Source: an optimization exercise on an open RTL-to-GDS flow (aim: a short achievable clock period and few clock cycles). Production flows keep margins and buffers that such runs may drop. Only simulation tests tie the RTL to the original design; equivalence was not proved. Power figures rest on the tool's default switching activity, not on a simulated workload.

## design/flow/design.v

```verilog
`timescale 1ns/1ps
`default_nettype none
package proc_pkg;
    typedef logic [31:0] word_t;
    typedef logic [4:0]  reg_addr_t;
    typedef enum logic [4:0] {
        op_alu  = 5'b00000,
        op_j    = 5'b00001,
        op_bne  = 5'b00010,
        op_jal  = 5'b00011,
        op_jr   = 5'b00100,
        op_addi = 5'b00101,
        op_blt  = 5'b00110,
        op_sw   = 5'b00111,
        op_lw   = 5'b01000
    } opcode_e;
    typedef enum logic [4:0] {
        alu_add = 5'd0,
        alu_sub = 5'd1,
        alu_and = 5'd2,
        alu_or  = 5'd3,
        alu_sll = 5'd4,
        alu_sra = 5'd5
    } alu_op_e;
    localparam reg_addr_t link_reg = 5'd31;
    localparam word_t     nop_word = 32'd0;
    typedef struct packed {
        word_t pc;
        word_t insn;
    } if_id_t;
    typedef struct packed {
        word_t pc;
        word_t a;
        word_t b;
        word_t insn;
    } id_ex_t;
    typedef struct packed {
        word_t o;
        word_t b;
        word_t insn;
    } ex_mem_t;
    typedef struct packed {
        word_t o;
        word_t d;
        word_t insn;
    } mem_wb_t;
    typedef struct packed {
        logic      enable;
        reg_addr_t addr;
        word_t     data;
    } reg_write_t;
    typedef struct packed {
        word_t address;
        word_t data;
        logic  write;
    } dmem_req_t;
    function automatic logic [4:0] opcode_of(input word_t insn);
        opcode_of = insn[31:27];
    endfunction
    function automatic logic [4:0] rd_of(input word_t insn);
        rd_of = insn[26:22];
    endfunction
    function automatic logic [4:0] rs_of(input word_t insn);
        rs_of = insn[21:17];
    endfunction
    function automatic logic [4:0] src_b_of(input word_t insn);
        case (proc_pkg::opcode_of(insn))
            proc_pkg::op_sw, proc_pkg::op_bne, proc_pkg::op_blt, proc_pkg::op_jr: src_b_of = insn[26:22];
            default: src_b_of = insn[16:12];
        endcase
    endfunction
    function automatic logic [4:0] dest_of(input word_t insn);
        dest_of = (proc_pkg::opcode_of(insn) == proc_pkg::op_jal) ? proc_pkg::link_reg : insn[26:22];
    endfunction
    function automatic logic writes_reg(input word_t insn);
        logic writer;
        case (proc_pkg::opcode_of(insn))
            proc_pkg::op_alu, proc_pkg::op_addi, proc_pkg::op_lw, proc_pkg::op_jal: writer = 1'b1;
            default: writer = 1'b0;
        endcase
        writes_reg = writer && (proc_pkg::dest_of(insn) != '0);
    endfunction
    function automatic logic [31:0] sext_imm(input word_t insn);
        sext_imm = {{15{insn[16]}}, insn[16:0]};
    endfunction
    function automatic logic [31:0] sext_target(input word_t insn);
        sext_target = {{5{insn[26]}}, insn[26:0]};
    endfunction
endpackage
`default_nettype wire
`timescale 1ns/1ps
`default_nettype none
module prefix_carry (
    input  logic [31:0] a,
    input  logic [31:0] b,
    input  logic        cin,
    output logic [32:0] c
);
    logic [31:0] g [6];
    logic [31:0] p [6];
    always_comb begin
        g[0] = a & b;
        p[0] = a ^ b;
        g[0][0] = g[0][0] | (p[0][0] & cin);
        for (int k = 0; k < 5; k++) begin
            for (int i = 0; i < 32; i++) begin
                if (i >= (1 << k)) begin
                    g[k+1][i] = g[k][i] | (p[k][i] & g[k][i - (1 << k)]);
                    p[k+1][i] = p[k][i] & p[k][i - (1 << k)];
                end else begin
                    g[k+1][i] = g[k][i];
                    p[k+1][i] = p[k][i];
                end
            end
        end
        c = {g[5], cin};
    end
endmodule
module fast_add (
    input  logic [31:0] a,
    input  logic [31:0] b,
    input  logic        cin,
    output logic [31:0] s
);
    logic [32:0] c;
    prefix_carry u_pc (.a(a), .b(b), .cin(cin), .c(c));
    assign s = a ^ b ^ c[31:0];
endmodule
module alu (
    input  logic [31:0] operand_a,
    input  logic [31:0] operand_b,
    input  logic [4:0]  shamt,
    input  logic        sel_add,
    input  logic        sel_sub,
    input  logic        sel_and,
    input  logic        sel_or,
    input  logic        sel_sll,
    input  logic        sel_sra,
    input  logic        sel_b,
    output logic [31:0] result
);
    logic [31:0] sum, diff, sll, sra;
    fast_add u_add (.a(operand_a), .b(operand_b),  .cin(1'b0), .s(sum));
    fast_add u_sub (.a(operand_a), .b(~operand_b), .cin(1'b1), .s(diff));
    assign sll  = operand_a << shamt;
    assign sra  = $signed(operand_a) >>> shamt;
    assign result = ({32{sel_add}} & sum)
                  | ({32{sel_sub}} & diff)
                  | ({32{sel_and}} & (operand_a & operand_b))
                  | ({32{sel_or}}  & (operand_a | operand_b))
                  | ({32{sel_sll}} & sll)
                  | ({32{sel_sra}} & sra)
                  | ({32{sel_b}}   & operand_b);
endmodule
module sum_equals (
    input  logic [31:0] a,
    input  logic [31:0] b,
    input  logic [31:0] k,
    output logic        eq
);
    logic [31:0] cin_req, cout;
    assign cin_req = a ^ b ^ k;
    assign cout    = (a & b) | ((a | b) & ~k);
    assign eq      = !cin_req[0] && (cin_req[31:1] == cout[30:0]);
endmodule
`default_nettype wire
`timescale 1ns/1ps
`default_nettype none
module processor (
    input  logic         clock,
    input  logic         reset,
    output logic [31:0]  address_imem,
    input  logic [31:0]  q_imem,
    output logic [64:0]  dmem_req,
    input  logic [31:0]  q_dmem,
    output logic [4:0]   read_reg_a,
    output logic [4:0]   read_reg_b,
    input  logic [31:0]  data_read_a,
    input  logic [31:0]  data_read_b,
    output logic [37:0]  reg_write
);
    localparam int BB = 4;
    localparam int BN = 1 << BB;
    localparam int TB = 6;
    localparam int LB = 12;
    logic [31:0] pc;             
    logic [31:0] pc_n;           
    logic [31:0] pc_i;
    logic [31:0] pc_next;
    logic [31:0] pc_inc;
    logic [31:0] link;
    logic [BN-1:0]  btb_v;
    logic [TB-1:0]  btb_tag [BN];
    logic [LB-1:0]  btb_lo  [BN];
    logic [1:0]     btb_ctr [BN];
    logic           f_hit, f_btb_taken;
    logic [1:0]     f_ctr;
    logic [LB-1:0]  f_lo;
    logic [31:0]    f_btb_tgt;
    logic [4:0]  q_op, q_rd, q_fn, q_rb;
    logic        q_alu, q_j, q_bne, q_blt, q_jal, q_jr, q_jr31, q_addi, q_sw, q_lw;
    logic        q_needs_a, q_needs_b;
    logic [31:0] q_jtarget;
    logic        d_valid;
    logic [31:0] d_insn;
    logic [31:0] d_pc, d_pc1;
    logic [31:17] d_hi_p, d_hi_m;    
    logic [4:0]  d_rb, d_rd;
    logic [4:0]  d_ra_out, d_rb_out, d_rs_n, d_rb_n;
    logic        d_writes, d_is_lw, d_is_sw, d_is_bne, d_is_blt, d_is_jr, d_is_jr31, d_is_jump;
    logic        d_uses_imm, d_is_jal, d_static_taken;
    logic        d_btb_hit, d_btb_taken;
    logic [1:0]  d_ctr;
    logic [31:0] d_fol;          
    logic [31:0] d_jtarget;
    logic        d_sel_add, d_sel_sub, d_sel_and, d_sel_or, d_sel_sll, d_sel_sra;
    logic        stall_r;
    logic        e_valid;
    logic [31:0] e_a, e_b, e_bop;
    logic        e_fwd_bl;
    logic [4:0]  e_rd;
    logic        e_writes, e_is_lw, e_is_sw, e_is_bne, e_is_blt, e_is_jr, e_is_jr31;
    logic        e_btb_hit;
    logic [1:0]  e_ctr;
    logic        e_fol_tgt, e_fol_pc1, e_fol_ok;
    logic [31:0] e_fol, e_tgt, e_alt, e_pc;
    logic [4:0]  e_shamt;
    logic        e_sel_add, e_sel_sub, e_sel_and, e_sel_or, e_sel_sll, e_sel_sra, e_sel_b;
    logic [31:0] m_res, m_res_n, m_addr, m_sd;
    logic [4:0]  m_rd;
    logic        m_writes, m_is_lw, m_store;
    logic        w_en;
    logic [4:0]  w_rd;
    logic [31:0] w_data;
    logic           u_en;
    logic [31:0]    u_pc;
    logic [LB-1:0]  u_lo;
    logic [1:0]     u_ctr;
    logic        stall;
    logic        d_redirect;
    logic [31:0] d_tgt;
    logic        e_redirect;
    logic [31:0] e_redirect_pc;
    assign address_imem = pc;
    assign pc_i         = ~pc_n;
    assign pc_inc       = pc_i + 32'd1;
    assign q_op      = q_imem[31:27];
    assign q_rd      = q_imem[26:22];
    assign q_fn      = q_imem[6:2];
    assign q_alu     = (q_op == 5'd0);
    assign q_j       = (q_op == 5'd1);
    assign q_bne     = (q_op == 5'd2);
    assign q_jal     = (q_op == 5'd3);
    assign q_jr      = (q_op == 5'd4);
    assign q_addi    = (q_op == 5'd5);
    assign q_blt     = (q_op == 5'd6);
    assign q_sw      = (q_op == 5'd7);
    assign q_lw      = (q_op == 5'd8);
    assign q_jr31    = q_jr && (q_rd == 5'd31);
    assign q_rb      = (q_sw || q_bne || q_blt || q_jr) ? q_rd : q_imem[16:12];
    assign q_needs_a = q_alu || q_bne || q_blt || q_addi || q_lw || q_sw;
    assign q_needs_b = q_alu || q_bne || q_blt || q_jr;
    assign q_jtarget = {{5{q_imem[26]}}, q_imem[26:0]};
    always_comb begin
        f_hit = 1'b0;
        f_ctr = 2'b00;
        f_lo  = '0;
        for (int i = 0; i < BN; i++) begin
            if (pc_i[BB-1:0] == i[BB-1:0]) begin
                f_hit = btb_v[i] && (btb_tag[i] == pc_i[BB+TB-1:BB]);
                f_ctr = btb_ctr[i];
                f_lo  = btb_lo[i];
            end
        end
        f_btb_taken = f_hit && f_ctr[1];
        f_btb_tgt   = {pc_i[31:LB], f_lo};
    end
    always_comb begin
        if (reset)                    pc_next = 32'd0;
        else if (e_redirect)          pc_next = e_redirect_pc;
        else if (d_redirect)          pc_next = d_tgt;
        else if (stall)               pc_next = pc_i;
        else if (f_btb_taken)         pc_next = f_btb_tgt;
        else if (q_j || q_jal)        pc_next = q_jtarget;
        else if (q_jr31)              pc_next = link;
        else                          pc_next = pc_inc;
    end
    always_ff @(posedge clock) begin
        pc       <= pc_next;
        pc_n     <= ~pc_next;
    end
    always_ff @(posedge clock) begin
        if (reset) begin
            link <= 32'd0;
        end else if (!stall && q_jal) begin
            link <= pc_inc;
        end
    end
    always_ff @(posedge clock) begin
        if (reset) begin
            btb_v <= '0;
        end else if (u_en) begin
            btb_v[u_pc[BB-1:0]] <= 1'b1;
        end
    end
    always_ff @(posedge clock) begin
        if (u_en) begin
            btb_tag[u_pc[BB-1:0]] <= u_pc[BB+TB-1:BB];
            btb_lo[u_pc[BB-1:0]]  <= u_lo;
            btb_ctr[u_pc[BB-1:0]] <= u_ctr;
        end
    end
    always_ff @(posedge clock) begin
        if (reset || e_redirect || d_redirect) begin
            d_valid <= 1'b0;
        end else if (!stall) begin
            d_valid <= 1'b1;
        end
    end
    always_ff @(posedge clock) begin
        if (!stall) begin
            d_insn         <= {q_imem[31:22], 5'd0, q_imem[16:0]};
            d_pc           <= pc_i;
            d_pc1          <= pc_inc;
            d_hi_p         <= pc_inc[31:17] + 15'd1;
            d_hi_m         <= pc_inc[31:17] - 15'd1;
            d_rb_n         <= ~q_rb;
            d_rs_n         <= ~q_imem[21:17];
            d_ra_out       <= q_imem[21:17];
            d_rb_out       <= q_rb;
            d_rd           <= q_jal ? 5'd31 : q_rd;
            d_writes       <= q_jal || ((q_alu || q_addi || q_lw) && (q_rd != 5'd0));
            d_is_lw        <= q_lw;
            d_is_sw        <= q_sw;
            d_is_bne       <= q_bne;
            d_is_blt       <= q_blt;
            d_is_jr        <= q_jr;
            d_is_jr31      <= q_jr31;
            d_is_jal       <= q_jal;
            d_is_jump      <= q_j || q_jal;
            d_uses_imm     <= q_addi || q_lw || q_sw;
            d_static_taken <= q_bne || (q_blt && q_imem[16]);
            d_btb_hit      <= f_hit;
            d_btb_taken    <= f_btb_taken;
            d_ctr          <= f_ctr;
            d_sel_add      <= (q_alu && q_fn == 5'd0) || q_addi || q_lw || q_sw;
            d_sel_sub      <= q_alu && q_fn == 5'd1;
            d_sel_and      <= q_alu && q_fn == 5'd2;
            d_sel_or       <= q_alu && q_fn == 5'd3;
            d_sel_sll      <= q_alu && q_fn == 5'd4;
            d_sel_sra      <= q_alu && q_fn == 5'd5;
            if (f_btb_taken)           d_fol <= f_btb_tgt;
            else if (q_j || q_jal)     d_fol <= q_jtarget;
            else if (q_jr31)           d_fol <= link;
            else                       d_fol <= pc_inc;
        end
    end
    always_ff @(posedge clock) begin
        if (reset || stall) begin
            stall_r <= 1'b0;
        end else begin
            stall_r <= d_valid && d_is_lw && d_writes &&
                       ((q_needs_a && (q_imem[21:17] == d_rd)) || (q_needs_b && (q_rb == d_rd)));
        end
    end
    assign stall = stall_r && d_valid;
    logic [4:0]  d_rs;
    logic [31:0] d_imm;
    logic [31:0] m_value;
    logic [31:0] a_val, b_val;
    logic        d_taken_path;
    assign d_rs       = ~d_rs_n;
    assign d_rb       = ~d_rb_n;
    assign d_jtarget  = {{5{d_insn[26]}}, d_insn[26:22], d_rs, d_insn[16:0]};
    assign d_imm      = {{15{d_insn[16]}}, d_insn[16:0]};
    assign read_reg_a = d_ra_out;
    assign read_reg_b = d_rb_out;
    logic [17:0] d_lo_sum;
    assign d_lo_sum = {1'b0, d_pc1[16:0]} + {1'b0, d_insn[16:0]};
    always_comb begin
        d_tgt[16:0] = d_lo_sum[16:0];
        if (d_insn[16] == d_lo_sum[17]) d_tgt[31:17] = d_pc1[31:17];
        else if (d_lo_sum[17])          d_tgt[31:17] = d_hi_p;
        else                            d_tgt[31:17] = d_hi_m;
    end
    logic d_fol_is_tgt;
    sum_equals u_fol_eq (.a(d_pc1), .b(d_imm), .k(d_fol), .eq(d_fol_is_tgt));
    assign d_redirect = d_valid && !d_btb_hit && d_static_taken && !stall;
    assign d_taken_path = !d_btb_hit && d_static_taken;
    assign m_value = m_is_lw ? q_dmem : m_res;
    assign a_val   = (m_writes && (m_rd == d_rs)) ? m_value : data_read_a;
    assign b_val   = (m_writes && (m_rd == d_rb)) ? m_value : data_read_b;
    always_ff @(posedge clock) begin
        if (reset || e_redirect || stall) begin
            e_valid <= 1'b0;
        end else begin
            e_valid <= d_valid;
        end
    end
    logic        fwd_a, fwd_b;
    logic [31:0] alu_result;
    assign fwd_a = e_valid && e_writes && !e_is_lw && (e_rd == d_rs);
    assign fwd_b = e_valid && e_writes && !e_is_lw && (e_rd == d_rb);
    always_ff @(posedge clock) begin
        e_a          <= fwd_a ? alu_result : a_val;
        e_b          <= fwd_b ? alu_result : b_val;
        if (d_is_jal)         e_bop <= d_pc1;
        else if (d_uses_imm)  e_bop <= d_imm;
        else if (fwd_b)       e_bop <= alu_result;
        else                  e_bop <= b_val;
        e_fwd_bl     <= e_valid && e_writes && e_is_lw && (e_rd == d_rb);
        e_rd         <= d_rd;
        e_writes     <= d_writes;
        e_is_lw      <= d_is_lw;
        e_is_sw      <= d_is_sw;
        e_is_bne     <= d_is_bne;
        e_is_blt     <= d_is_blt;
        e_is_jr      <= d_is_jr;
        e_is_jr31    <= d_is_jr31;
        e_btb_hit    <= d_btb_hit;
        e_ctr        <= d_ctr;
        e_pc         <= d_pc;
        e_tgt        <= d_tgt;
        e_alt        <= d_is_jump ? d_jtarget : d_pc1;
        e_fol        <= d_fol;
        e_fol_tgt    <= d_taken_path || d_fol_is_tgt;
        e_fol_pc1    <= !d_taken_path ? (d_fol == d_pc1) : (d_insn[16:0] == 17'd0);
        e_fol_ok     <= d_is_jump ? (d_fol == d_jtarget) : (d_fol == d_pc1);
        e_shamt      <= d_insn[11:7];
        e_sel_add    <= d_sel_add;
        e_sel_sub    <= d_sel_sub;
        e_sel_and    <= d_sel_and;
        e_sel_or     <= d_sel_or;
        e_sel_sll    <= d_sel_sll;
        e_sel_sra    <= d_sel_sra;
        e_sel_b      <= d_is_jal;
    end
    logic [31:0] op_a, op_b, op_bop;
    logic        is_br, taken, ne, gt;
    logic [32:0] gt_c;
    assign op_a   = e_a;
    assign op_b   = e_b;
    assign op_bop = e_bop;
    alu u_alu (
        .operand_a (op_a),
        .operand_b (op_bop),
        .shamt     (e_shamt),
        .sel_add   (e_sel_add),
        .sel_sub   (e_sel_sub),
        .sel_and   (e_sel_and),
        .sel_or    (e_sel_or),
        .sel_sll   (e_sel_sll),
        .sel_sra   (e_sel_sra),
        .sel_b     (e_sel_b),
        .result    (alu_result)
    );
    prefix_carry u_gt (.a({~op_b[31], op_b[30:0]}), .b(~{~op_a[31], op_a[30:0]}), .cin(1'b1), .c(gt_c));
    assign ne    = (op_a != op_b);
    assign gt    = !gt_c[32];
    assign is_br = e_is_bne || e_is_blt;
    assign taken = e_is_bne ? ne : gt;
    always_comb begin
        if (is_br)        e_redirect = taken ? !e_fol_tgt : !e_fol_pc1;
        else if (e_is_jr) e_redirect = (op_b != e_fol);
        else              e_redirect = !e_fol_ok;
        e_redirect = e_redirect && e_valid;
    end
    assign e_redirect_pc = e_is_jr ? op_b : ((is_br && taken) ? e_tgt : e_alt);
    always_ff @(posedge clock) begin
        if (reset) begin
            m_writes <= 1'b0;
            m_is_lw  <= 1'b0;
            m_store  <= 1'b0;
        end else begin
            m_writes <= e_valid && e_writes;
            m_is_lw  <= e_valid && e_is_lw;
            m_store  <= e_valid && e_is_sw;
        end
    end
    always_ff @(posedge clock) begin
        m_addr   <= alu_result;
        m_res_n  <= ~alu_result;
        m_sd     <= e_fwd_bl ? q_dmem : op_b;
        m_rd     <= e_rd;
    end
    always_ff @(posedge clock) begin
        if (reset) begin
            u_en <= 1'b0;
        end else begin
            u_en <= e_valid && ((is_br && (e_btb_hit || taken)) || (e_is_jr && !e_is_jr31));
        end
    end
    always_ff @(posedge clock) begin
        u_pc <= e_pc;
        u_lo <= e_is_jr ? op_b[LB-1:0] : e_tgt[LB-1:0];
        if (e_is_jr || !e_btb_hit)  u_ctr <= 2'b11;
        else if (taken)             u_ctr <= (e_ctr == 2'b11) ? 2'b11 : e_ctr + 2'd1;
        else                        u_ctr <= (e_ctr == 2'b00) ? 2'b00 : e_ctr - 2'd1;
    end
    assign m_res    = ~m_res_n;
    assign dmem_req = {m_addr, m_sd, m_store};
    always_ff @(posedge clock) begin
        if (reset) begin
            w_en <= 1'b0;
        end else begin
            w_en <= m_writes;
        end
    end
    always_ff @(posedge clock) begin
        w_rd   <= m_rd;
        w_data <= m_value;
    end
    assign reg_write = {w_en, w_rd, w_data};
endmodule
`default_nettype wire
```

## design/flow/flow/run.sh

```bash
#!/bin/bash
# Layout flow: the standard ORFS flow (standard.sh, unchanged synthesis)
# with these changes to how the layout is optimised:
#  - cell sizing may swap cells of a different footprint, so repair can
#    replace slow port buffers and resize freely (MATCH_CELL_FOOTPRINT=0)
#  - ports are buffered with buf_4 instead of the default delay buffer
#  - setup repair aims for extra slack, to push the achieved period down
# The SDC, clock period, I/O delays, floorplan rules, power grid and tap
# cells are the standard ones. Each step's full output goes to a log here.
set -euo pipefail
bash standard.sh \
    MATCH_CELL_FOOTPRINT=0 \
    "BUFFER_PORTS_ARGS=-buffer_cell sky130_fd_sc_hd__buf_4" \
    SETUP_SLACK_MARGIN=5.6 \
    finish > standard_flow.log 2>&1
```

## design/flow/standard.sh

```bash
#!/bin/bash
# synth_recipe.tcl (not shown) runs the flow's synth.tcl, then flattens the netlist and writes it again
# the make line also repeats each setting of config.mk as NAME=value (left out here)
make -C /OpenROAD-flow-scripts/flow DESIGN_CONFIG=/design/flow/config.mk WORK_HOME=/design/flow/orfs CLKGATE_MAP_FILE= SYNTH_SCRIPT=/design/flow/synth_recipe.tcl "${@:-finish}"
```

## design/flow/config.mk

```make
export PLATFORM = sky130hd
export DESIGN_NAME = processor
export DESIGN_NICKNAME = processor
export VERILOG_FILES = /design/flow/design.v
export SDC_FILE = /design/flow/constraint.sdc
export NUM_CORES = 4
export LEC_CHECK = 0
export ABC_CLOCK_PERIOD_IN_PS = 2500
export CAP_MARGIN = 20
export CORE_MARGIN = 2
export CORE_UTILIZATION = 40
export SETUP_SLACK_MARGIN = 5
export SLEW_MARGIN = 20
```

## design/flow/constraint.sdc

```tcl
create_clock -name core_clock -period 8.5 [get_ports {clock}]
set_input_delay 1.7000 -clock core_clock [delete_from_list [all_inputs] [get_ports {clock}]]
set_output_delay 1.7000 -clock core_clock [all_outputs]
set_load 0.01 [all_outputs]
```

==> results of run 1 <==
power groups by stage:
stage | Sequential (W) | Clock [W] | Combinational, W
after floorplan | 0.00575 | 0 | 0.00134
after global placement | 0.00592 | 0 | 0.00201
after detailed placement | 0.00592 | 0 | 0.00201
after CTS | 0.00580 | 0.00501 | 0.00264
after global routing | 0.00583 | 0.00521 | 0.00311
final | 0.00581 | 0.00495 | 0.00297
worst max-delay path, stage by stage (launching register included):
cell     delay [ps]
dfxtp_4         350
buf_12          120
or4_4           540
buf_6           140
or4_4           510
or2_4           320
nor4_4          250
xnor2_4         140
or4_4           580
nor2_4          210
nand2_1         100
xnor2_1         130
stage by stage:
stage          cells  setup WS (ps)
2_1_floorplan   4727           5030
5_1_grt         7145           4750
4_1_cts         7023           4810
3_5_place_dp    6438           3680
6_report        7145           4840
3_3_place_gp    6438           3860
per-layer routing:
metal  routed length, um  part of all wire, %  track usage [%]
met1               80800                   40             41.3
met4                9860                  4.9             12.2
met2               87700                   44             45.1
met3               21800                   11             6.71
met5                  57                0.028                0
kinds of logic (layout without fill, tap and decap cells):
| group | Yosys count | count (layout) | share of synthesized area (%) |
|---|---|---|---|
| xor gates and xnor gates | 358 | 358 | 6.29 |
| buffers and inverters | 555 | 1327 | 4.28 |
| adders and majority gates | 208 | 208 | 5.71 |
| and+or+nand+nor | 1157 | 1166 | 10.9 |
| DFF | 1005 | 1005 | 50.1 |
| muxes | 312 | 312 | 7.88 |
| AOI/OAI and AO/OA | 1132 | 1132 | 14.8 |
how the worst max path moves through the flow:
stage | startpoint | to | slack (ps) | cells past startpoint
after floorplan | pc_n[1] | d_hi_m[27] | 5030 | 14
after global placement | e_a[29] | pc_n[20] | 3860 | 12
after detailed placement | e_a[29] | pc_n[20] | 3680 | 12
after CTS | pc_n[7] | d_hi_m[27] | 4810 | 12
after global routing | pc_n[1] | d_hi_m[29] | 4750 | 13
final | pc_n[7] | d_hi_m[30] | 4840 | 11
cells in the mapped netlist, drive strengths merged (10+ instances only):
| library cell | count | area share (%) |
|---|---|---|
| a211o | 15 | 0.26 |
| a211oi | 33 | 0.50 |
| a21o | 28 | 0.42 |
| a21oi | 280 | 2.8 |
| a221o | 15 | 0.30 |
| a221oi | 41 | 0.72 |
| a22oi | 50 | 0.75 |
| a2bb2oi | 10 | 0.18 |
| a31oi | 31 | 0.39 |
| and2 | 18 | 0.23 |
| and3 | 26 | 0.33 |
| buf | 76 | 0.69 |
| clkbuf | 196 | 1.5 |
| dfxtp | 515 | 21 |
| edfxtp | 490 | 29 |
| fa | 34 | 1.4 |
| ha | 172 | 4.3 |
| inv | 277 | 2.1 |
| mux2 | 73 | 1.6 |
| mux2i | 181 | 3.6 |
| mux4 | 58 | 2.6 |
| nand2 | 399 | 3.0 |
| nand2b | 65 | 0.81 |
| nand3 | 66 | 0.66 |
| nand3b | 11 | 0.17 |
| nand4 | 63 | 0.79 |
| nor2 | 301 | 2.3 |
| nor2b | 22 | 0.28 |
| nor3 | 69 | 0.70 |
| nor4 | 52 | 0.68 |
| o2111ai | 12 | 0.21 |
| o211ai | 87 | 1.3 |
| o21a | 17 | 0.26 |
| o21ai | 303 | 3.0 |
| o21bai | 11 | 0.17 |
| o221a | 19 | 0.43 |
| o221ai | 25 | 0.44 |
| o22ai | 18 | 0.23 |
| o31ai | 18 | 0.27 |
| or2 | 12 | 0.16 |
| or3 | 16 | 0.20 |
| or4 | 17 | 0.28 |
| xnor2 | 177 | 3.1 |
| xor2 | 181 | 3.2 |
final cells by class:
type | instances | area (um2)
fill | 10267 | 55500
multi-input combinational | 3176 | 27600
sequential | 1005 | 25400
timing repair buffer | 838 | 8370
clock buffer | 145 | 3070
tap | 1637 | 2050
inverter | 283 | 1150
clock inverter | 61 | 664
what timing repair did:
| action | 4_1_cts | 5_1_grt |
|---|---|---|
| pin swaps | 196 | 172 |
| setup endpoints to repair | 476 | 409 |
| cloned | 32 | 5 |
| gates resized for setup | 1027 | 380 |
| buffers inserted | 347 | 117 |
==> flow_metrics.env, run 1 <==
export IMPL_status="timing/DRC/antenna clean"
export IMPL_ant_nets=0
export IMPL_cts_buffer_depth=3
export IMPL_hold_end="u_pc[2]"
export IMPL_post_drt_wl_per_cell_um=28.0
export IMPL_std_cell_rows=129
export IMPL_ir_drop_mv=0.171
export IMPL_crit_path_start_kind="flip-flop"
export IMPL_most_common_layout_cells="490 x edfxtp_1, 488 x buf_4, 365 x nand2_1, 330 x dfxtp_1, 267 x buf_6"
export IMPL_rr_endpoint="d_hi_m[30]"
export IMPL_path_clk_slew_ps=70
export IMPL_syn_num_nets=5063
export IMPL_rrSetupSlack_ps=4840
export IMPL_grt_pass1_wl_um=281000
export IMPL_finClkSkew_ps=64.5
export IMPL_swShare_pct=30.3
export IMPL_required_ps=8980
export IMPL_layout_commonest_cell="edfxtp_1"
export IMPL_leakage_nw=26.2
export IMPL_combPwrFrac_pct=21.6
export IMPL_worstSkewPairLatency_ps=760
export IMPL_rr_worst_depth=11
export IMPL_pwr_share_clk_pct=36.1
export IMPL_p_seq_share_pct=42.3
export IMPL_syn_avg_cell_area_um2=10.6
export IMPL_grt_overflow_total=0
export IMPL_postLayoutCellArea_mm2=0.0683
export IMPL_holdPathStages=0
export IMPL_seq_area_frac_synth_pct=50.1
export IMPL_grt_pass1_vias=40415
export IMPL_port_buffers=274
export IMPL_worstMarginPinSlew_ps=1290
export IMPL_worstPathArrival_ps=4150
export IMPL_cap_violations=0
export IMPL_rsz0062_at_grt="yes"
export IMPL_fin_crit_ps=3660
export IMPL_hold_path_startpoint="e_pc[2]"
export IMPL_design_power_total_w=0.0137
export IMPL_finalSetupViolCount=0
export IMPL_largest_reg_flops=192
export IMPL_vias=42758
export IMPL_p_int_w=0.00957
export IMPL_netSwitchingPower_w=0.00416
export IMPL_antenna_cells=0
export IMPL_ys_warn_count=4
export IMPL_drc=0
export IMPL_post_route_period_util_pct=43.1
export IMPL_async_reset_ff_share_pct=0
export IMPL_critical_path_class="reg2reg"
export IMPL_cp_end_kind="flip-flop"
export IMPL_synth_edf_count=490
export IMPL_reg2reg_from="pc_n[7]"
export IMPL_hold_class="reg2reg"
export IMPL_initial_utilization_pct=40.4
export IMPL_ys_types=92
export IMPL_drive_gt1_share_pct=36.8
export IMPL_drt_total_wl_um=200000
export IMPL_postCtsHoldBufs=0
export IMPL_power_density_mw_per_mm2=201
export IMPL_synthCells=4727
export IMPL_hpwl_um=129000
export IMPL_die_area_mm2=0.128
export IMPL_first_iter_violations=5303
export IMPL_hold_slack_ps=327
export IMPL_coreArea_mm2=0.124
export IMPL_slew_viol_final=0
export IMPL_fin_nets=5749
export IMPL_syn_to_final_growth_pct=36.7
export IMPL_clock_sinks=1005
export IMPL_max_freq_mhz=273
export IMPL_numCtsBuffers=109
export IMPL_place_area_mm2=0.0545
export IMPL_timing_slew_headroom_pct=13.9
export IMPL_io_pins=275
export IMPL_gp_congestion=0.998
export IMPL_die_y_um=357
export IMPL_first_pass_iters=6
export IMPL_fin_tns_setup_ps=0
export IMPL_clockRootBuffer="clkbuf_16"
export IMPL_final_core_util_pct=55.2
export IMPL_synth_seq_cells=1005
export IMPL_antenna_found_initial=5
export IMPL_ys_flop_type="dfxtp_1"
export IMPL_vias_per_cell=5.98
export IMPL_cts_tree="done"
export IMPL_syn_cell_area_mm2=0.0500
export IMPL_crit_fanout=4
export IMPL_hold_violations=0
export IMPL_h_tree_depth=3
export IMPL_die_w_um=357
export IMPL_grt_total_usage_pct=29.9
export IMPL_grt_max_degree=84
Testbench counts, summed over its fixed seeds: cycles 185,912.
==> run 2, diff against run 1 <==
--- a/design/flow/design.v
+++ b/design/flow/design.v
@@ -322,8 +322,8 @@
             d_insn         <= {q_imem[31:22], 5'd0, q_imem[16:0]};
             d_pc           <= pc_i;
             d_pc1          <= pc_inc;
-            d_hi_p         <= pc_inc[31:17] + 15'd1;
-            d_hi_m         <= pc_inc[31:17] - 15'd1;
+            d_hi_p         <= pc_i[31:17] + 15'd1;
+            d_hi_m         <= pc_i[31:17] - 15'd1;
             d_rb_n         <= ~q_rb;
             d_rs_n         <= ~q_imem[21:17];
             d_ra_out       <= q_imem[21:17];
@@ -376,10 +376,10 @@
     assign read_reg_a = d_ra_out;
     assign read_reg_b = d_rb_out;
     logic [17:0] d_lo_sum;
-    assign d_lo_sum = {1'b0, d_pc1[16:0]} + {1'b0, d_insn[16:0]};
+    assign d_lo_sum = {1'b0, d_pc[16:0]} + {1'b0, d_insn[16:0]} + 18'd1;
     always_comb begin
         d_tgt[16:0] = d_lo_sum[16:0];
-        if (d_insn[16] == d_lo_sum[17]) d_tgt[31:17] = d_pc1[31:17];
+        if (d_insn[16] == d_lo_sum[17]) d_tgt[31:17] = d_pc[31:17];
         else if (d_lo_sum[17])          d_tgt[31:17] = d_hi_p;
         else                            d_tgt[31:17] = d_hi_m;
     end
@@ -401,12 +401,14 @@
     logic [31:0] alu_result;
     assign fwd_a = e_valid && e_writes && !e_is_lw && (e_rd == d_rs);
     assign fwd_b = e_valid && e_writes && !e_is_lw && (e_rd == d_rb);
+    logic  fwd_bop;
+    assign fwd_bop = fwd_b && !d_is_jal && !d_uses_imm;
     always_ff @(posedge clock) begin
         e_a          <= fwd_a ? alu_result : a_val;
         e_b          <= fwd_b ? alu_result : b_val;
-        if (d_is_jal)         e_bop <= d_pc1;
+        if (fwd_bop)          e_bop <= alu_result;
+        else if (d_is_jal)    e_bop <= d_pc1;
         else if (d_uses_imm)  e_bop <= d_imm;
-        else if (fwd_b)       e_bop <= alu_result;
         else                  e_bop <= b_val;
         e_fwd_bl     <= e_valid && e_writes && e_is_lw && (e_rd == d_rb);
         e_rd         <= d_rd;
==> design/flow/flow/run.sh (replaced) <==
#!/bin/bash
# Layout flow: the standard ORFS flow (standard.sh: its synthesis
# script, floorplan, power grid, placement, CTS and routing) with these
# changes to how the layout is optimised:
#  - cell sizing may swap cells of a different footprint, so repair can
#    replace slow port buffers and resize freely (MATCH_CELL_FOOTPRINT=0)
#  - ports are buffered with buf_4 instead of the default delay buffer
#  - some slow wide OR / AND-OR cells are added to the don't-use list, so
#    mapping builds carry chains from faster NAND/NOR/AOI gates
#  - setup repair aims for extra slack, to push the achieved period down
# The SDC, clock period, I/O delays, floorplan rules, power grid and tap
# cells are the standard ones. Each step's full output goes to a log here.
set -euo pipefail
EXTRA_DONT_USE="$(tr '\n' ' ' < flow/dont_use_extra.txt)"
make -s -C "$FLOW_HOME" DESIGN_CONFIG="$PWD/config.mk" WORK_HOME="$PWD/orfs" \
    print-DONT_USE_CELLS > dont_use_base.log 2>&1
BASE_DONT_USE="$(sed -n 's/^DONT_USE_CELLS: //p' dont_use_base.log)"
if [[ -z "$BASE_DONT_USE" ]]; then
    echo "could not read the platform's DONT_USE_CELLS" >&2
    exit 1
fi
bash standard.sh \
    MATCH_CELL_FOOTPRINT=0 \
    "BUFFER_PORTS_ARGS=-buffer_cell sky130_fd_sc_hd__buf_4" \
    "DONT_USE_CELLS=$BASE_DONT_USE $EXTRA_DONT_USE" \
    SETUP_SLACK_MARGIN=5.6 \
    finish > standard_flow.log 2>&1
==> design/flow/flow/dont_use_extra.txt (new file) <==
sky130_fd_sc_hd__or4_1
sky130_fd_sc_hd__or4_2
sky130_fd_sc_hd__or4_4
sky130_fd_sc_hd__or4b_1
sky130_fd_sc_hd__or4b_2
sky130_fd_sc_hd__or4b_4
sky130_fd_sc_hd__or4bb_1
sky130_fd_sc_hd__or4bb_2
sky130_fd_sc_hd__or4bb_4
sky130_fd_sc_hd__or3_1
sky130_fd_sc_hd__or3_2
sky130_fd_sc_hd__or3_4
sky130_fd_sc_hd__or3b_1
sky130_fd_sc_hd__or3b_2
sky130_fd_sc_hd__or3b_4
sky130_fd_sc_hd__a2111o_1
sky130_fd_sc_hd__a2111o_2
sky130_fd_sc_hd__a2111o_4
sky130_fd_sc_hd__o2111a_1
sky130_fd_sc_hd__o2111a_2
sky130_fd_sc_hd__o2111a_4
sky130_fd_sc_hd__a311o_1
sky130_fd_sc_hd__a311o_2
sky130_fd_sc_hd__a311o_4
sky130_fd_sc_hd__o311a_1
sky130_fd_sc_hd__o311a_2
sky130_fd_sc_hd__o311a_4
sky130_fd_sc_hd__o41a_1
sky130_fd_sc_hd__o41a_2
sky130_fd_sc_hd__o41a_4
sky130_fd_sc_hd__a41o_1
sky130_fd_sc_hd__a41o_2
sky130_fd_sc_hd__a41o_4
==> run 2 against run 1 <==
Net effect:
- still clean
- sequential cell count is 22 higher
- area after synthesis is 1.2% higher
- sequential power is 3% higher
- global-route usage is 1.1 points lower
- die area is 1.1% higher
- clock power hardly changed
- clock-buffer cell count is 1 lower
- clock skew is 4.5 ps lower
- critical path type unchanged
- critical endpoint is now e_bop[28]
- largest cell class is now flip-flops and latches
==> flow_metrics.env, run 2 <==
export IMPL_worstPathArrival_ps=4070
export IMPL_worstSkewPairLatency_ps=780
export IMPL_multi_input_area_mm2=0.0255
export IMPL_synth_edf_count=512
export IMPL_numCtsBuffers=109
export IMPL_cap_violations=0
export IMPL_layout_commonest_cell="edfxtp_1"
export IMPL_synth_top_area_cell="edfxtp_1"
export IMPL_required_ps=9100
export IMPL_initial_utilization_pct=40.3
export IMPL_ys_types=98
export IMPL_fin_nets=5551
export IMPL_drive_gt1_share_pct=31.5
export IMPL_ys_warn_count=4
export IMPL_largest_reg_flops=192
export IMPL_crit_path_start_kind="flip-flop"
export IMPL_timing_slew_headroom_pct=26.6
export IMPL_fin_tns_setup_ps=0
export IMPL_seq_area_frac_synth_pct=50.8
export IMPL_crit_top_cell="a221oi_4"
export IMPL_gp_congestion=0.969
export IMPL_seqCellArea_mm2=0.0260
export IMPL_n_fill_cell=10937
export IMPL_crit_path_max_incr_delay_ps=400
export IMPL_rr_worst_depth=15
export IMPL_fin_ws_ps=5030
export IMPL_hpwl_um=131000
export IMPL_fin_crit_ps=3470
export IMPL_ys_flop_type="dfxtp_1"
export IMPL_cts_buffer_depth=3
export IMPL_rrSetupSlack_ps=5030
export IMPL_reg2reg_from="e_a[0]"
export IMPL_port_buffers=274
export IMPL_synth_seq_cells=1027
export IMPL_grt_max_degree=135
export IMPL_io_pins=275
export IMPL_path_clk_slew_ps=70
export IMPL_syn_avg_cell_area_um2=10.8
export IMPL_grt_pass1_vias=39131
export IMPL_post_drt_wl_per_cell_um=27.8
export IMPL_slew_viol_final=0
export IMPL_antenna_found_initial=4
export IMPL_finalSetupViolCount=0
export IMPL_synth_most_common_cell="dfxtp_1"
export IMPL_synthCells=4683
export IMPL_ant_nets=0
export IMPL_syn_cell_area_mm2=0.0506
export IMPL_ir_drop_mv=0.179
export IMPL_async_reset_ff_share_pct=0
export IMPL_die_y_um=360
export IMPL_syn_to_final_growth_pct=29.5
export IMPL_crit_chain="inv_4 -> ha_4 -> fa_2 -> or2_4 -> a221oi_4 -> o311ai_4 -> a211oi_4 -> buf_6 -> nor3_4 -> o31ai_4 -> a211oi_2 -> xnor2_2 -> a221oi_4 -> buf_12 -> a21oi_1"
export IMPL_leakage_nw=25.3
export IMPL_netSwitchingPower_w=0.00412
export IMPL_most_common_layout_cells="512 x edfxtp_1, 421 x buf_4, 403 x nand2_1, 354 x dfxtp_1, 281 x nor2_1"
export IMPL_cp_end_kind="flip-flop"
export IMPL_post_place_ws_ps=3370
export IMPL_grt_pass1_wl_um=275000
export IMPL_clock_sinks=1027
export IMPL_p_int_w=0.00959
export IMPL_drc=0
export IMPL_first_pass_iters=6
export IMPL_status="timing/DRC/antenna clean"
export IMPL_combPwrFrac_pct=20.4
export IMPL_std_cell_rows=130
export IMPL_worstMarginPinSlew_ps=1100
export IMPL_die_area_mm2=0.129
export IMPL_critical_path_class="reg2reg"
export IMPL_rr_endpoint="e_bop[28]"
export IMPL_power_density_mw_per_mm2=210
export IMPL_h_tree_depth=3
export IMPL_swShare_pct=30.0
export IMPL_first_iter_violations=5377
export IMPL_hold_violations=0
export IMPL_grt_overflow_total=0
export IMPL_postCtsHoldBufs=0
export IMPL_synth_top_area_share_pct=30.4
export IMPL_clockRootBuffer="clkbuf_16"
export IMPL_synth_area_leaders="edfxtp_1 30%, dfxtp_1 20%, xnor2_1 4.0%"
export IMPL_hold_class="reg2reg"
export IMPL_grt_total_usage_pct=28.8
export IMPL_startpoint="e_a[0]"
export IMPL_max_freq_mhz=288
export IMPL_syn_num_nets=5002
export IMPL_cp_slowest_cell="fa_2"
export IMPL_p_seq_share_pct=43.7
export IMPL_drt_total_wl_um=194000
export IMPL_vias_per_cell=5.92
export IMPL_crit_fanout=5
export IMPL_coreArea_mm2=0.126
export IMPL_cts_tree="done"
export IMPL_finClkSkew_ps=59.9
export IMPL_pwr_share_clk_pct=35.9
export IMPL_rsz0062_at_grt="yes"
export IMPL_vias=41337
export IMPL_die_w_um=360
export IMPL_ys_top_cells_by_count="515 x dfxtp_1, 512 x edfxtp_1, 415 x nand2_1, 327 x o21ai_0, 300 x nor2_1"
export IMPL_post_route_period_util_pct=40.8
export IMPL_crit_end="e_bop[28]"
==> run 2: kinds of logic after synthesis <==
logic type | share of synthesized area [%]
buffers and inverters | 4.45
AOI/OAI and AO/OA | 14.5
and+or+nand+nor | 10.7
adders and majority gates | 5.20
muxes | 8.01
DFF | 50.8
xor gates and xnor gates | 6.29
==> run 2: what timing repair did <==
action | CTS | global route
setup endpoints to repair | 457 | 436
gates cloned | 18 | 10
pin swaps | 149 | 105
buffers inserted | 247 | 80
resized for setup | 867 | 247
==> run 2: routing by layer <==
layer | track usage (%) | share of wire (%) | vias up
met5 | 0 | 0.0082 | -
met4 | 10.1 | 3.8 | 2
met3 | 5.20 | 9.8 | 385
met2 | 43.6 | 44 | 2316
met1 | 41.2 | 42 | 20521
li1 | - | - | 18113
==> run 2: area by class of cell <==
class,count,share of cell area [%]
multi-input cells,3122,38.9
well taps,1650,3.15
diodes,2,0.00765
repair buffers,707,10.8
clock inverters,62,0.992
inverters,264,1.67
flip-flops and latches,1027,39.8
clock buffers,144,4.65
repair inverters,1,0.0134
==> run 2: worst min-delay path by stage <==
stage / startpoint / end / slack [ps] / cells past startpoint
after detailed placement: e_pc[5] / u_pc[5] / 310 / 0
final: e_pc[5] / u_pc[5] / 330 / 0
after global routing: e_pc[5] / u_pc[5] / 330 / 0
after global placement: e_pc[9] / u_pc[9] / 310 / 0
after floorplan: e_pc[0] / u_pc[0] / 310 / 0
after CTS: e_pc[5] / u_pc[5] / 330 / 0
==> run 2: worst max-delay path, delay by kind of cell (launching register included) <==
family	cells	cell delay (ps)
adders and majority gates	2	560
xor gates and xnor gates	1	180
and+or+nand+nor	2	310
AOI/OAI and AO/OA	7	1530
buffers and inverters	3	360
DFF	1	390
==> run 2: metrics by stage <==
| step | hold slack, ps | util [%] | instances | power [W] | cell area [um2] |
|---|---|---|---|---|---|
| floorplan | 310 | - | 4683 | 0.00723 | 50800 |
| global placement | 312 | 43.2 | 6416 | 0.00811 | 54300 |
| detailed placement | 313 | 43.2 | 6416 | 0.00813 | 54300 |
| CTS | 329 | 50.6 | 6887 | 0.0135 | 63600 |
| global route | 332 | 52.1 | 6977 | 0.0141 | 65400 |
| finish | 327 | 52.1 | 6979 | 0.0137 | 65400 |
==> run 2: power groups by stage <==
stage,sequential (W),combinational [W],clock [W]
after floorplan,0.00589,0.00135,0
after global placement,0.00609,0.00203,0
after detailed placement,0.00609,0.00204,0
after CTS,0.00597,0.00257,0.00497
after global routing,0.00601,0.00295,0.00517
final,0.00599,0.00280,0.00492
Testbench counts of run 2, summed over its fixed seeds: cycles 185,912.
==> run 3, diff against run 2 <==
--- a/design/flow/design.v
+++ b/design/flow/design.v
@@ -193,6 +193,13 @@
     logic [TB-1:0]  btb_tag [BN];
     logic [LB-1:0]  btb_lo  [BN];
     logic [1:0]     btb_ctr [BN];
+    logic [3:0]     btb_cnt  [BN];
+    logic [3:0]     btb_trip [BN];
+    logic [BN-1:0]  btb_lv;
+    logic [BN-1:0]  btb_pt;      
+    logic [BN-1:0]  f_tag_hit;
+    logic [3:0]     f_cnt, f_trip;
+    logic           f_lv, f_exit;
     logic           f_hit, f_btb_taken;
     logic [1:0]     f_ctr;
     logic [LB-1:0]  f_lo;
@@ -211,6 +218,8 @@
     logic        d_uses_imm, d_is_jal, d_static_taken;
     logic        d_btb_hit, d_btb_taken;
     logic [1:0]  d_ctr;
+    logic [3:0]  d_cnt, d_trip;
+    logic        d_lv;
     logic [31:0] d_fol;          
     logic [31:0] d_jtarget;
     logic        d_sel_add, d_sel_sub, d_sel_and, d_sel_or, d_sel_sll, d_sel_sra;
@@ -222,6 +231,8 @@
     logic        e_writes, e_is_lw, e_is_sw, e_is_bne, e_is_blt, e_is_jr, e_is_jr31;
     logic        e_btb_hit;
     logic [1:0]  e_ctr;
+    logic [3:0]  e_cnt, e_trip;
+    logic        e_lv, e_back;
     logic        e_fol_tgt, e_fol_pc1, e_fol_ok;
     logic [31:0] e_fol, e_tgt, e_alt, e_pc;
     logic [4:0]  e_shamt;
@@ -236,6 +247,8 @@
     logic [31:0]    u_pc;
     logic [LB-1:0]  u_lo;
     logic [1:0]     u_ctr;
+    logic [3:0]     u_cnt, u_trip;
+    logic           u_lv;
     logic        stall;
     logic        d_redirect;
     logic [31:0] d_tgt;
@@ -264,15 +277,26 @@
     always_comb begin
         f_hit = 1'b0;
         f_ctr = 2'b00;
+        f_cnt  = 4'd0;
+        f_trip = 4'd0;
+        f_lv   = 1'b0;
         f_lo  = '0;
         for (int i = 0; i < BN; i++) begin
+            f_tag_hit[i] = btb_v[i] && (btb_tag[i] == pc_i[BB+TB-1:BB]);
+        end
+        f_exit = 1'b0;
+        for (int i = 0; i < BN; i++) begin
             if (pc_i[BB-1:0] == i[BB-1:0]) begin
-                f_hit = btb_v[i] && (btb_tag[i] == pc_i[BB+TB-1:BB]);
+                f_hit  = f_tag_hit[i];
+                f_exit = !btb_pt[i];
                 f_ctr = btb_ctr[i];
+                f_cnt  = btb_cnt[i];
+                f_trip = btb_trip[i];
+                f_lv   = btb_lv[i];
                 f_lo  = btb_lo[i];
             end
         end
-        f_btb_taken = f_hit && f_ctr[1];
+        f_btb_taken = f_hit && !f_exit;
         f_btb_tgt   = {pc_i[31:LB], f_lo};
     end
     always_comb begin
@@ -299,8 +323,12 @@
     always_ff @(posedge clock) begin
         if (reset) begin
             btb_v <= '0;
+            btb_lv <= '0;
+            btb_pt <= '0;
         end else if (u_en) begin
             btb_v[u_pc[BB-1:0]] <= 1'b1;
+            btb_lv[u_pc[BB-1:0]] <= u_lv;
+            btb_pt[u_pc[BB-1:0]] <= u_ctr[1] && !(u_lv && (u_cnt == u_trip));
         end
     end
     always_ff @(posedge clock) begin
@@ -308,6 +336,8 @@
             btb_tag[u_pc[BB-1:0]] <= u_pc[BB+TB-1:BB];
             btb_lo[u_pc[BB-1:0]]  <= u_lo;
             btb_ctr[u_pc[BB-1:0]] <= u_ctr;
+            btb_cnt[u_pc[BB-1:0]]  <= u_cnt;
+            btb_trip[u_pc[BB-1:0]] <= u_trip;
         end
     end
     always_ff @(posedge clock) begin
@@ -343,6 +373,9 @@
             d_btb_hit      <= f_hit;
             d_btb_taken    <= f_btb_taken;
             d_ctr          <= f_ctr;
+            d_cnt          <= f_cnt;
+            d_trip         <= f_trip;
+            d_lv           <= f_lv;
             d_sel_add      <= (q_alu && q_fn == 5'd0) || q_addi || q_lw || q_sw;
             d_sel_sub      <= q_alu && q_fn == 5'd1;
             d_sel_and      <= q_alu && q_fn == 5'd2;
@@ -421,6 +454,10 @@
         e_is_jr31    <= d_is_jr31;
         e_btb_hit    <= d_btb_hit;
         e_ctr        <= d_ctr;
+        e_cnt        <= d_cnt;
+        e_trip       <= d_trip;
+        e_lv         <= d_lv;
+        e_back       <= d_insn[16];
         e_pc         <= d_pc;
         e_tgt        <= d_tgt;
         e_alt        <= d_is_jump ? d_jtarget : d_pc1;
@@ -495,6 +532,19 @@
     always_ff @(posedge clock) begin
         u_pc <= e_pc;
         u_lo <= e_is_jr ? op_b[LB-1:0] : e_tgt[LB-1:0];
+        if (e_is_jr || !e_btb_hit || !e_back) begin
+            u_cnt  <= (!e_is_jr && taken) ? 4'd1 : 4'd0;
+            u_trip <= 4'd0;
+            u_lv   <= 1'b0;
+        end else if (taken) begin
+            u_cnt  <= (e_cnt == 4'd15) ? 4'd15 : e_cnt + 4'd1;
+            u_trip <= e_trip;
+            u_lv   <= e_lv && (e_cnt != 4'd15);
+        end else begin
+            u_cnt  <= 4'd0;
+            u_trip <= e_cnt;
+            u_lv   <= (e_cnt != 4'd15) && (e_cnt != 4'd0);
+        end
         if (e_is_jr || !e_btb_hit)  u_ctr <= 2'b11;
         else if (taken)             u_ctr <= (e_ctr == 2'b11) ? 2'b11 : e_ctr + 2'd1;
         else                        u_ctr <= (e_ctr == 2'b00) ? 2'b00 : e_ctr - 2'd1;
==> run 3 against run 2 <==
Net effect:
- sequential share of layout area grew 1.9 points
- highest routed layer unchanged
- maximum frequency shrank 8.1%
- core utilization hardly changed
==> flow_metrics.env, run 3 <==
export IMPL_status="timing/DRC/antenna clean"
export IMPL_h_tree_depth=4
export IMPL_worstSkewPairLatency_ps=800
export IMPL_rrSetupSlack_ps=4730
export IMPL_p_int_w=0.0114
export IMPL_vias_per_cell=5.91
export IMPL_startpoint="e_bop[0]"
export IMPL_die_y_um=385
export IMPL_fin_crit_ps=3770
export IMPL_port_buffers=274
export IMPL_hold_violations=0
export IMPL_cts_tree="done"
export IMPL_synth_top_area_share_pct=33.6
export IMPL_synthCells=5295
export IMPL_hpwl_um=153000
export IMPL_hold_path_startpoint="e_pc[1]"
export IMPL_antenna_found_initial=7
export IMPL_ys_top_cells_by_count="649 x edfxtp_1, 566 x dfxtp_1, 479 x nand2_1, 362 x nor2_1, 339 x o21ai_0"
export IMPL_die_w_um=385
export IMPL_grt_pass1_vias=43908
export IMPL_rr_worst_depth=13
export IMPL_dp_cells=7250
export IMPL_most_common_layout_cells="649 x edfxtp_1, 454 x nand2_1, 377 x buf_4, 367 x dfxtp_1, 318 x nor2_1"
export IMPL_critical_path_class="reg2reg"
export IMPL_fin_nets=6141
export IMPL_drive_gt1_share_pct=30.8
export IMPL_fin_tns_setup_ps=0
export IMPL_gp_congestion=0.987
export IMPL_hold_slack_ps=326
export IMPL_timing_slew_headroom_pct=26.7
export IMPL_rsz0062_at_grt="yes"
export IMPL_ys_flop_type="edfxtp_1"
export IMPL_clockRootBuffer="clkbuf_16"
export IMPL_ant_nets=0
export IMPL_grt_total_usage_pct=29.3
export IMPL_crit_path_start_kind="flip-flop"
export IMPL_instances_no_fill=7838
export IMPL_crit_chain="ha_4 -> fa_2 -> a211o_1 -> a2111oi_4 -> nand4bb_4 -> a31oi_4 -> o31ai_4 -> a211oi_2 -> o41ai_2 -> mux2i_2 -> buf_6 -> nor3_2 -> a21oi_2"
export IMPL_worstMarginPinSlew_ps=1100
export IMPL_drt_total_wl_um=225000
export IMPL_cp_end_kind="flip-flop"
export IMPL_synth_seq_cells=1215
export IMPL_grt_pass1_wl_um=315000
export IMPL_crit_end="e_a[30]"
export IMPL_syn_num_nets=5616
export IMPL_cap_violations=0
export IMPL_worstPathArrival_ps=4460
export IMPL_p_seq_share_pct=43.5
export IMPL_pwr_share_clk_pct=37.2
export IMPL_swShare_pct=29.7
export IMPL_cts_buffer_depth=3
export IMPL_drc=0
export IMPL_first_iter_violations=4980
export IMPL_vias=46297
export IMPL_io_pins=275
export IMPL_synth_top_area_cell="edfxtp_1"
export IMPL_largest_reg_flops=192
export IMPL_grt_max_degree=95
export IMPL_rr_endpoint="e_a[30]"
export IMPL_reg2reg_from="e_bop[0]"
export IMPL_max_freq_mhz=265
export IMPL_syn_to_final_growth_pct=29.1
export IMPL_ys_types=96
export IMPL_holdPathStages=0
export IMPL_finClkSkew_ps=53.2
export IMPL_die_area_mm2=0.148
export IMPL_layout_commonest_cell="edfxtp_1"
export IMPL_ys_warn_count=4
export IMPL_seq_area_frac_synth_pct=53.1
export IMPL_first_pass_iters=8
export IMPL_synth_most_common_cell="edfxtp_1"
export IMPL_combPwrFrac_pct=19.2
export IMPL_required_ps=9180
export IMPL_async_reset_ff_share_pct=0
export IMPL_syn_cell_area_mm2=0.0580
export IMPL_synth_area_leaders="edfxtp_1 34%, dfxtp_1 20%, mux2i_1 3.8%"
export IMPL_finalSetupViolCount=0
export IMPL_std_cell_rows=139
export IMPL_post_drt_wl_per_cell_um=28.7
export IMPL_postCtsHoldBufs=0
export IMPL_path_clk_slew_ps=70
export IMPL_ir_drop_mv=0.191
export IMPL_grt_overflow_total=0
export IMPL_leakage_nw=27.8
export IMPL_hold_class="reg2reg"
export IMPL_netSwitchingPower_w=0.00482
export IMPL_syn_avg_cell_area_um2=11.0
export IMPL_numCtsBuffers=134
export IMPL_coreArea_mm2=0.144
export IMPL_slew_viol_final=0
export IMPL_cp_slowest_cell="o41ai_2"
export IMPL_synth_edf_count=649
export IMPL_power_density_mw_per_mm2=216
export IMPL_crit_fanout=4
export IMPL_post_route_period_util_pct=44.4
export IMPL_initial_utilization_pct=40.4
export IMPL_crit_path_max_incr_delay_ps=450
export IMPL_clock_sinks=1215
==> run 3: worst min path at each step <==
stage | to | slack, ps
floorplan | u_pc[0] | 310
global placement | u_pc[3] | 310
detailed placement | u_pc[2] | 310
CTS | u_pc[1] | 330
global route | u_pc[3] | 330
finish | u_pc[1] | 330
==> run 3: per-stage QoR <==
stage / utilization [%] / instance area, um2 / worst slack [ps] / total power, W
5_1_grt: 52.1 / 74900 / 4710 / 0.0167
3_3_place_gp: 43.3 / 62200 / 3040 / 0.00947
3_5_place_dp: 43.3 / 62200 / 2890 / 0.00949
2_1_floorplan: - / 58400 / 5040 / 0.00845
6_report: 52.1 / 74900 / 4730 / 0.0162
4_1_cts: 49.9 / 71700 / 4750 / 0.0159
==> run 3: timing repair <==
item | 4_1_cts | 5_1_grt
setup buffers | 191 | 106
setup endpoints to repair | 482 | 445
resized for setup | 776 | 563
gates cloned | 29 | 11
pin swaps | 81 | 161
==> run 3: per-layer routing <==
layer | wire length (um) | vias up | track usage, %
met5 | 19 | - | 0
met4 | 12700 | 4 | 14.3
met3 | 17800 | 538 | 4.97
met2 | 106000 | 2361 | 47.3
met1 | 88800 | 23055 | 38.0
li1 | - | 20339 | -
==> run 3: logic make-up (layout without fill, tap and decap cells) <==
| group | Yosys count | count (layout) | synth area share [%] |
|---|---|---|---|
| AND/OR/NAND/NOR | 1307 | 1309 | 10.5 |
| AO/OA/AOI/OAI | 1255 | 1255 | 14.1 |
| flip-flops | 1215 | 1215 | 53.1 |
| buffers and inverters | 589 | 1224 | 4.15 |
| multiplexers | 378 | 378 | 8.13 |
| XOR/XNOR | 360 | 360 | 5.46 |
| adder cells (fa/ha/maj) | 191 | 191 | 4.56 |
| other | 0 | 3 | 0 |
==> run 3: cell type report <==
cell class | count | area [um2]
clock inverter | 57 | 846
antenna | 3 | 7.51
clock buffer | 191 | 3760
inverter | 270 | 1070
timing repair buffer | 705 | 7370
tap | 1903 | 2380
timing repair inverter | 1 | 7.51
multi-input combinational | 3493 | 28300
sequential | 1215 | 31200
fill | 12333 | 68900
==> run 3: critical path, delay by kind of cell (launching register included) <==
family | cells | cell delay [ps]
AO/OA/AOI/OAI | 7 | 2050
adder cells (fa/ha/maj) | 2 | 580
flip-flops | 1 | 360
AND/OR/NAND/NOR | 2 | 280
multiplexers | 1 | 270
buffers and inverters | 1 | 150
==> run 3: power groups by stage <==
stage               clock [W]  sequential (W)  combinational [W]
floorplan                   0         0.00694            0.00151
global placement            0         0.00717            0.00230
detailed placement          0         0.00718            0.00231
CTS                   0.00611         0.00705            0.00277
global route          0.00633         0.00709            0.00330
finish                0.00604         0.00706            0.00311
Testbench counts of run 3, summed over its fixed seeds: cycles 181,048.
==> run 4, diff against run 3 <==
--- a/design/flow/design.v
+++ b/design/flow/design.v
@@ -237,7 +237,7 @@
     logic [31:0] e_fol, e_tgt, e_alt, e_pc;
     logic [4:0]  e_shamt;
     logic        e_sel_add, e_sel_sub, e_sel_and, e_sel_or, e_sel_sll, e_sel_sra, e_sel_b;
-    logic [31:0] m_res, m_res_n, m_addr, m_sd;
+    logic [31:0] m_res, m_addr, m_sd;
     logic [4:0]  m_rd;
     logic        m_writes, m_is_lw, m_store;
     logic        w_en;
@@ -518,7 +518,6 @@
     end
     always_ff @(posedge clock) begin
         m_addr   <= alu_result;
-        m_res_n  <= ~alu_result;
         m_sd     <= e_fwd_bl ? q_dmem : op_b;
         m_rd     <= e_rd;
     end
@@ -549,7 +548,7 @@
         else if (taken)             u_ctr <= (e_ctr == 2'b11) ? 2'b11 : e_ctr + 2'd1;
         else                        u_ctr <= (e_ctr == 2'b00) ? 2'b00 : e_ctr - 2'd1;
     end
-    assign m_res    = ~m_res_n;
+    assign m_res    = m_addr;
     assign dmem_req = {m_addr, m_sd, m_store};
     always_ff @(posedge clock) begin
         if (reset) begin
==> run 4 against run 3 <==
Net effect:
- power increased by 1.5%
- synthesized cell count shrank 2.2%
- sequential cell count shrank 32
- clock-buffer cell count fell by 9
- critical path depth rose by 3
- design area is 0.44% higher
- largest cell class unchanged
==> flow_metrics.env, run 4 <==
export IMPL_crit_path_start_kind="flip-flop"
export IMPL_ys_types=101
export IMPL_slew_viol_final=0
export IMPL_first_pass_iters=6
export IMPL_critical_path_class="reg2reg"
export IMPL_ys_warn_count=4
export IMPL_die_w_um=382
export IMPL_vias=47252
export IMPL_first_iter_violations=5779
export IMPL_synthSimpleGateAreaFrac_pct=10.7
export IMPL_clockRootBuffer="clkbuf_16"
export IMPL_leakage_nw=28.2
export IMPL_port_buffers=274
export IMPL_cap_violations=0
export IMPL_async_reset_ff_share_pct=0
export IMPL_synth_top_family_by_area="compound AO/OA/AOI/OAI gates"
export IMPL_ant_nets=0
export IMPL_synth_fa_ha_area_share_pct=4.62
export IMPL_coreArea_mm2=0.142
export IMPL_fin_crit_ps=3400
export IMPL_required_ps=9180
export IMPL_rr_worst_depth=16
export IMPL_power_density_mw_per_mm2=219
export IMPL_path_clk_slew_ps=60
export IMPL_post_drt_wl_per_cell_um=31.0
export IMPL_gp_congestion=1.03
export IMPL_timing_slew_headroom_pct=25.7
export IMPL_die_y_um=382
export IMPL_fin_nets=6109
export IMPL_synth_edf_count=649
export IMPL_hold_slack_ps=327
export IMPL_h_tree_depth=4
export IMPL_layout_commonest_cell="edfxtp_1"
export IMPL_synth_compound_area_share_pct=14.1
export IMPL_hold_violations=0
export IMPL_hpwl_um=165000
export IMPL_antenna_found_initial=15
export IMPL_numCtsBuffers=131
export IMPL_syn_avg_cell_area_um2=11.0
export IMPL_most_common_layout_cells="649 x edfxtp_1, 431 x buf_4, 381 x nand2_1, 342 x nor2_1, 331 x dfxtp_1"
export IMPL_grt_total_usage_pct=31.7
export IMPL_drt_total_wl_um=241000
export IMPL_max_freq_mhz=294
export IMPL_seq_area_frac_synth_pct=52.7
export IMPL_synth_seq_cells=1183
export IMPL_grt_max_degree=119
export IMPL_worstPathArrival_ps=4080
export IMPL_synthMuxAreaShare_pct=8.05
export IMPL_drc=0
export IMPL_instances_no_fill=7788
export IMPL_io_pins=275
export IMPL_rsz0062_at_grt="yes"
export IMPL_syn_num_nets=5502
export IMPL_dp_cells=7137
export IMPL_grt_pass1_vias=44708
export IMPL_cts_buffer_depth=3
export IMPL_drive_gt1_share_pct=34.2
export IMPL_worstMarginPinSlew_ps=1110
export IMPL_cts_tree="done"
export IMPL_synth_area_leaders="edfxtp_1 34%, dfxtp_1 19%, ha_1 3.4%"
export IMPL_syn_to_final_growth_pct=31.6
export IMPL_ir_drop_mv=0.182
export IMPL_largest_reg_flops=192
export IMPL_worstSkewPairLatency_ps=800
export IMPL_synth_top_area_cell="edfxtp_1"
export IMPL_n_fill_cell=12105
export IMPL_final_core_util_pct=53.1
export IMPL_finClkSkew_ps=41.6
export IMPL_grt_overflow_total=0
export IMPL_synth_most_common_cell="edfxtp_1"
export IMPL_status="timing/DRC/antenna clean"
export IMPL_initial_utilization_pct=40.4
export IMPL_vias_per_cell=6.07
export IMPL_synth_xor_area_share_pct=5.52
export IMPL_die_area_mm2=0.146
export IMPL_clock_sinks=1183
export IMPL_design_power_total_w=0.0165
export IMPL_fin_tns_setup_ps=0
export IMPL_grt_pass1_wl_um=333000
export IMPL_std_cell_rows=138
export IMPL_synth_top_area_share_pct=34.1
export IMPL_syn_cell_area_mm2=0.0572
export IMPL_finalSetupViolCount=0
export IMPL_ys_flop_type="edfxtp_1"
export IMPL_ys_top_cells_by_count="649 x edfxtp_1, 534 x dfxtp_1, 422 x nand2_1, 387 x nor2_1, 281 x o21ai_0"
export IMPL_cp_end_kind="flip-flop"
export IMPL_crit_fanout=6
export IMPL_holdPathStages=0
export IMPL_synthCells=5181
export IMPL_hold_class="reg2reg"
export IMPL_post_route_period_util_pct=40.0
-- run 4: changes by cell type after synthesis, sizes merged, moves of 24 or more --
cell,previous run,this run
nor2,363,391
mux2i,223,172
dfxtp,566,534
o211ai,62,87
o21ai,350,298
mux2,89,120
clkbuf,218,187
nand4,88,60
nand2,479,424
a21oi,318,270
nand2b,74,50
a22oi,113,67
nor3,64,102
-- run 4: worst max-delay path, stage by stage, from the launching register on --
cell	delay, ps
dfxtp_4	370
buf_6	120
ha_4	180
buf_12	140
or2_4	260
o31ai_4	190
a21oi_2	90
o311ai_2	330
o31a_1	200
o211ai_2	140
o21ai_4	190
buf_12	140
buf_12	130
buf_12	100
mux2i_4	260
a21oi_4	110
o31ai_4	350
-- run 4: metal layers --
metal | global-route usage [%] | wire, um | vias up
li1 | - | - | 20187
met1 | 39.2 | 89800 | 23367
met2 | 49.5 | 108000 | 2917
met3 | 7.38 | 24300 | 771
met4 | 20.8 | 19600 | 10
met5 | 0 | 68 | -
-- run 4: area by class of cell --
cell class | instances | area [um2] | area share (%)
antenna | 3 | 7.51 | 0.00997
clock buffer | 182 | 3620 | 4.81
clock inverter | 58 | 778 | 1.03
inverter | 274 | 1100 | 1.46
multi-input combinational | 3424 | 28800 | 38.3
sequential | 1183 | 30600 | 40.7
tap | 1890 | 2360 | 3.14
timing repair buffer | 774 | 7970 | 10.6
-- run 4: what timing repair did --
action	CTS	global route
gates cloned	23	9
hold buffers	0	0
gates resized for setup	1073	462
setup buffers	250	126
endpoints found under the setup margin	466	434
pin swaps	146	195
-- run 4: logic make-up after synthesis --
kind of cell               count (synthesis)
adders and majority gates                191
muxes                                    360
and+or+nand+nor                         1313
xor gates and xnor gates                 360
AOI/OAI and AO/OA                       1198
DFF                                     1183
buffers and inverters                    576
-- run 4: path summary, 6_finish.rpt --
| check | start | to | slack (ps) |
|---|---|---|---|
| max | pc_n[0] | pc[0] | 5100 |
| max reg2reg | pc_n[0] | pc[0] | 5100 |
| min | e_pc[0] | u_pc[0] | 330 |
| min reg2reg | e_pc[0] | u_pc[0] | 330 |
-- run 4: power by group --
group	internal [W]	switching, W	leakage [nW]	total (W)
Combinational	0.00160	0.00205	15.4	0.00365
Clock	0.00326	0.00254	2.13	0.00581
Sequential	0.00651	0.000507	10.6	0.00702
-- run 4: per-stage QoR --
step                cell area (um2)  setup slack, ps
floorplan                     57500             5130
global placement              61300             3400
detailed placement            61300             3310
CTS                           72200             5170
global route                  75300             5000
finish                        75300             5100
Testbench counts of run 4, summed over its fixed seeds: cycles 181,048.

[static timing again, ports no longer ideal]
The flow's constraints put no driver on any port. The routed layouts listed below were extracted and timed again, unchanged, in two steps. Step 1 sets driving cells, clkbuf_16 on the clock port and buf_2 on the other inputs (assumed; they add their load-dependent delay and slew). Step 2 also shifts input and output timing later by t, the mid clock arrival at the registers, as if the neighbouring blocks saw the same clock. a / b / c = ideal / step 1 / step 2; a / b = the first two.
| run | shift t [ns] | slack for setup (ns) | slew at the worst register clock pin (ns) |
|---|---|---|---|
| run 1 | 0.799 | 4.835 / 4.835 / 4.428 | 0.07 / 0.07 |
| run 2 | 0.827 | 5.031 / 5.031 / 4.570 | 0.07 / 0.07 |
| run 3 | 0.851 | 4.725 / 4.725 / 4.442 | 0.07 / 0.07 |
| run 4 | 0.862 | 5.097 / 5.097 / 4.372 | 0.07 / 0.07 |
After both steps setup and hold are still met in every run listed. The setup slack of run 4, which loses most, moves by 0.000 ns with the drivers and by -0.725 ns with both steps.
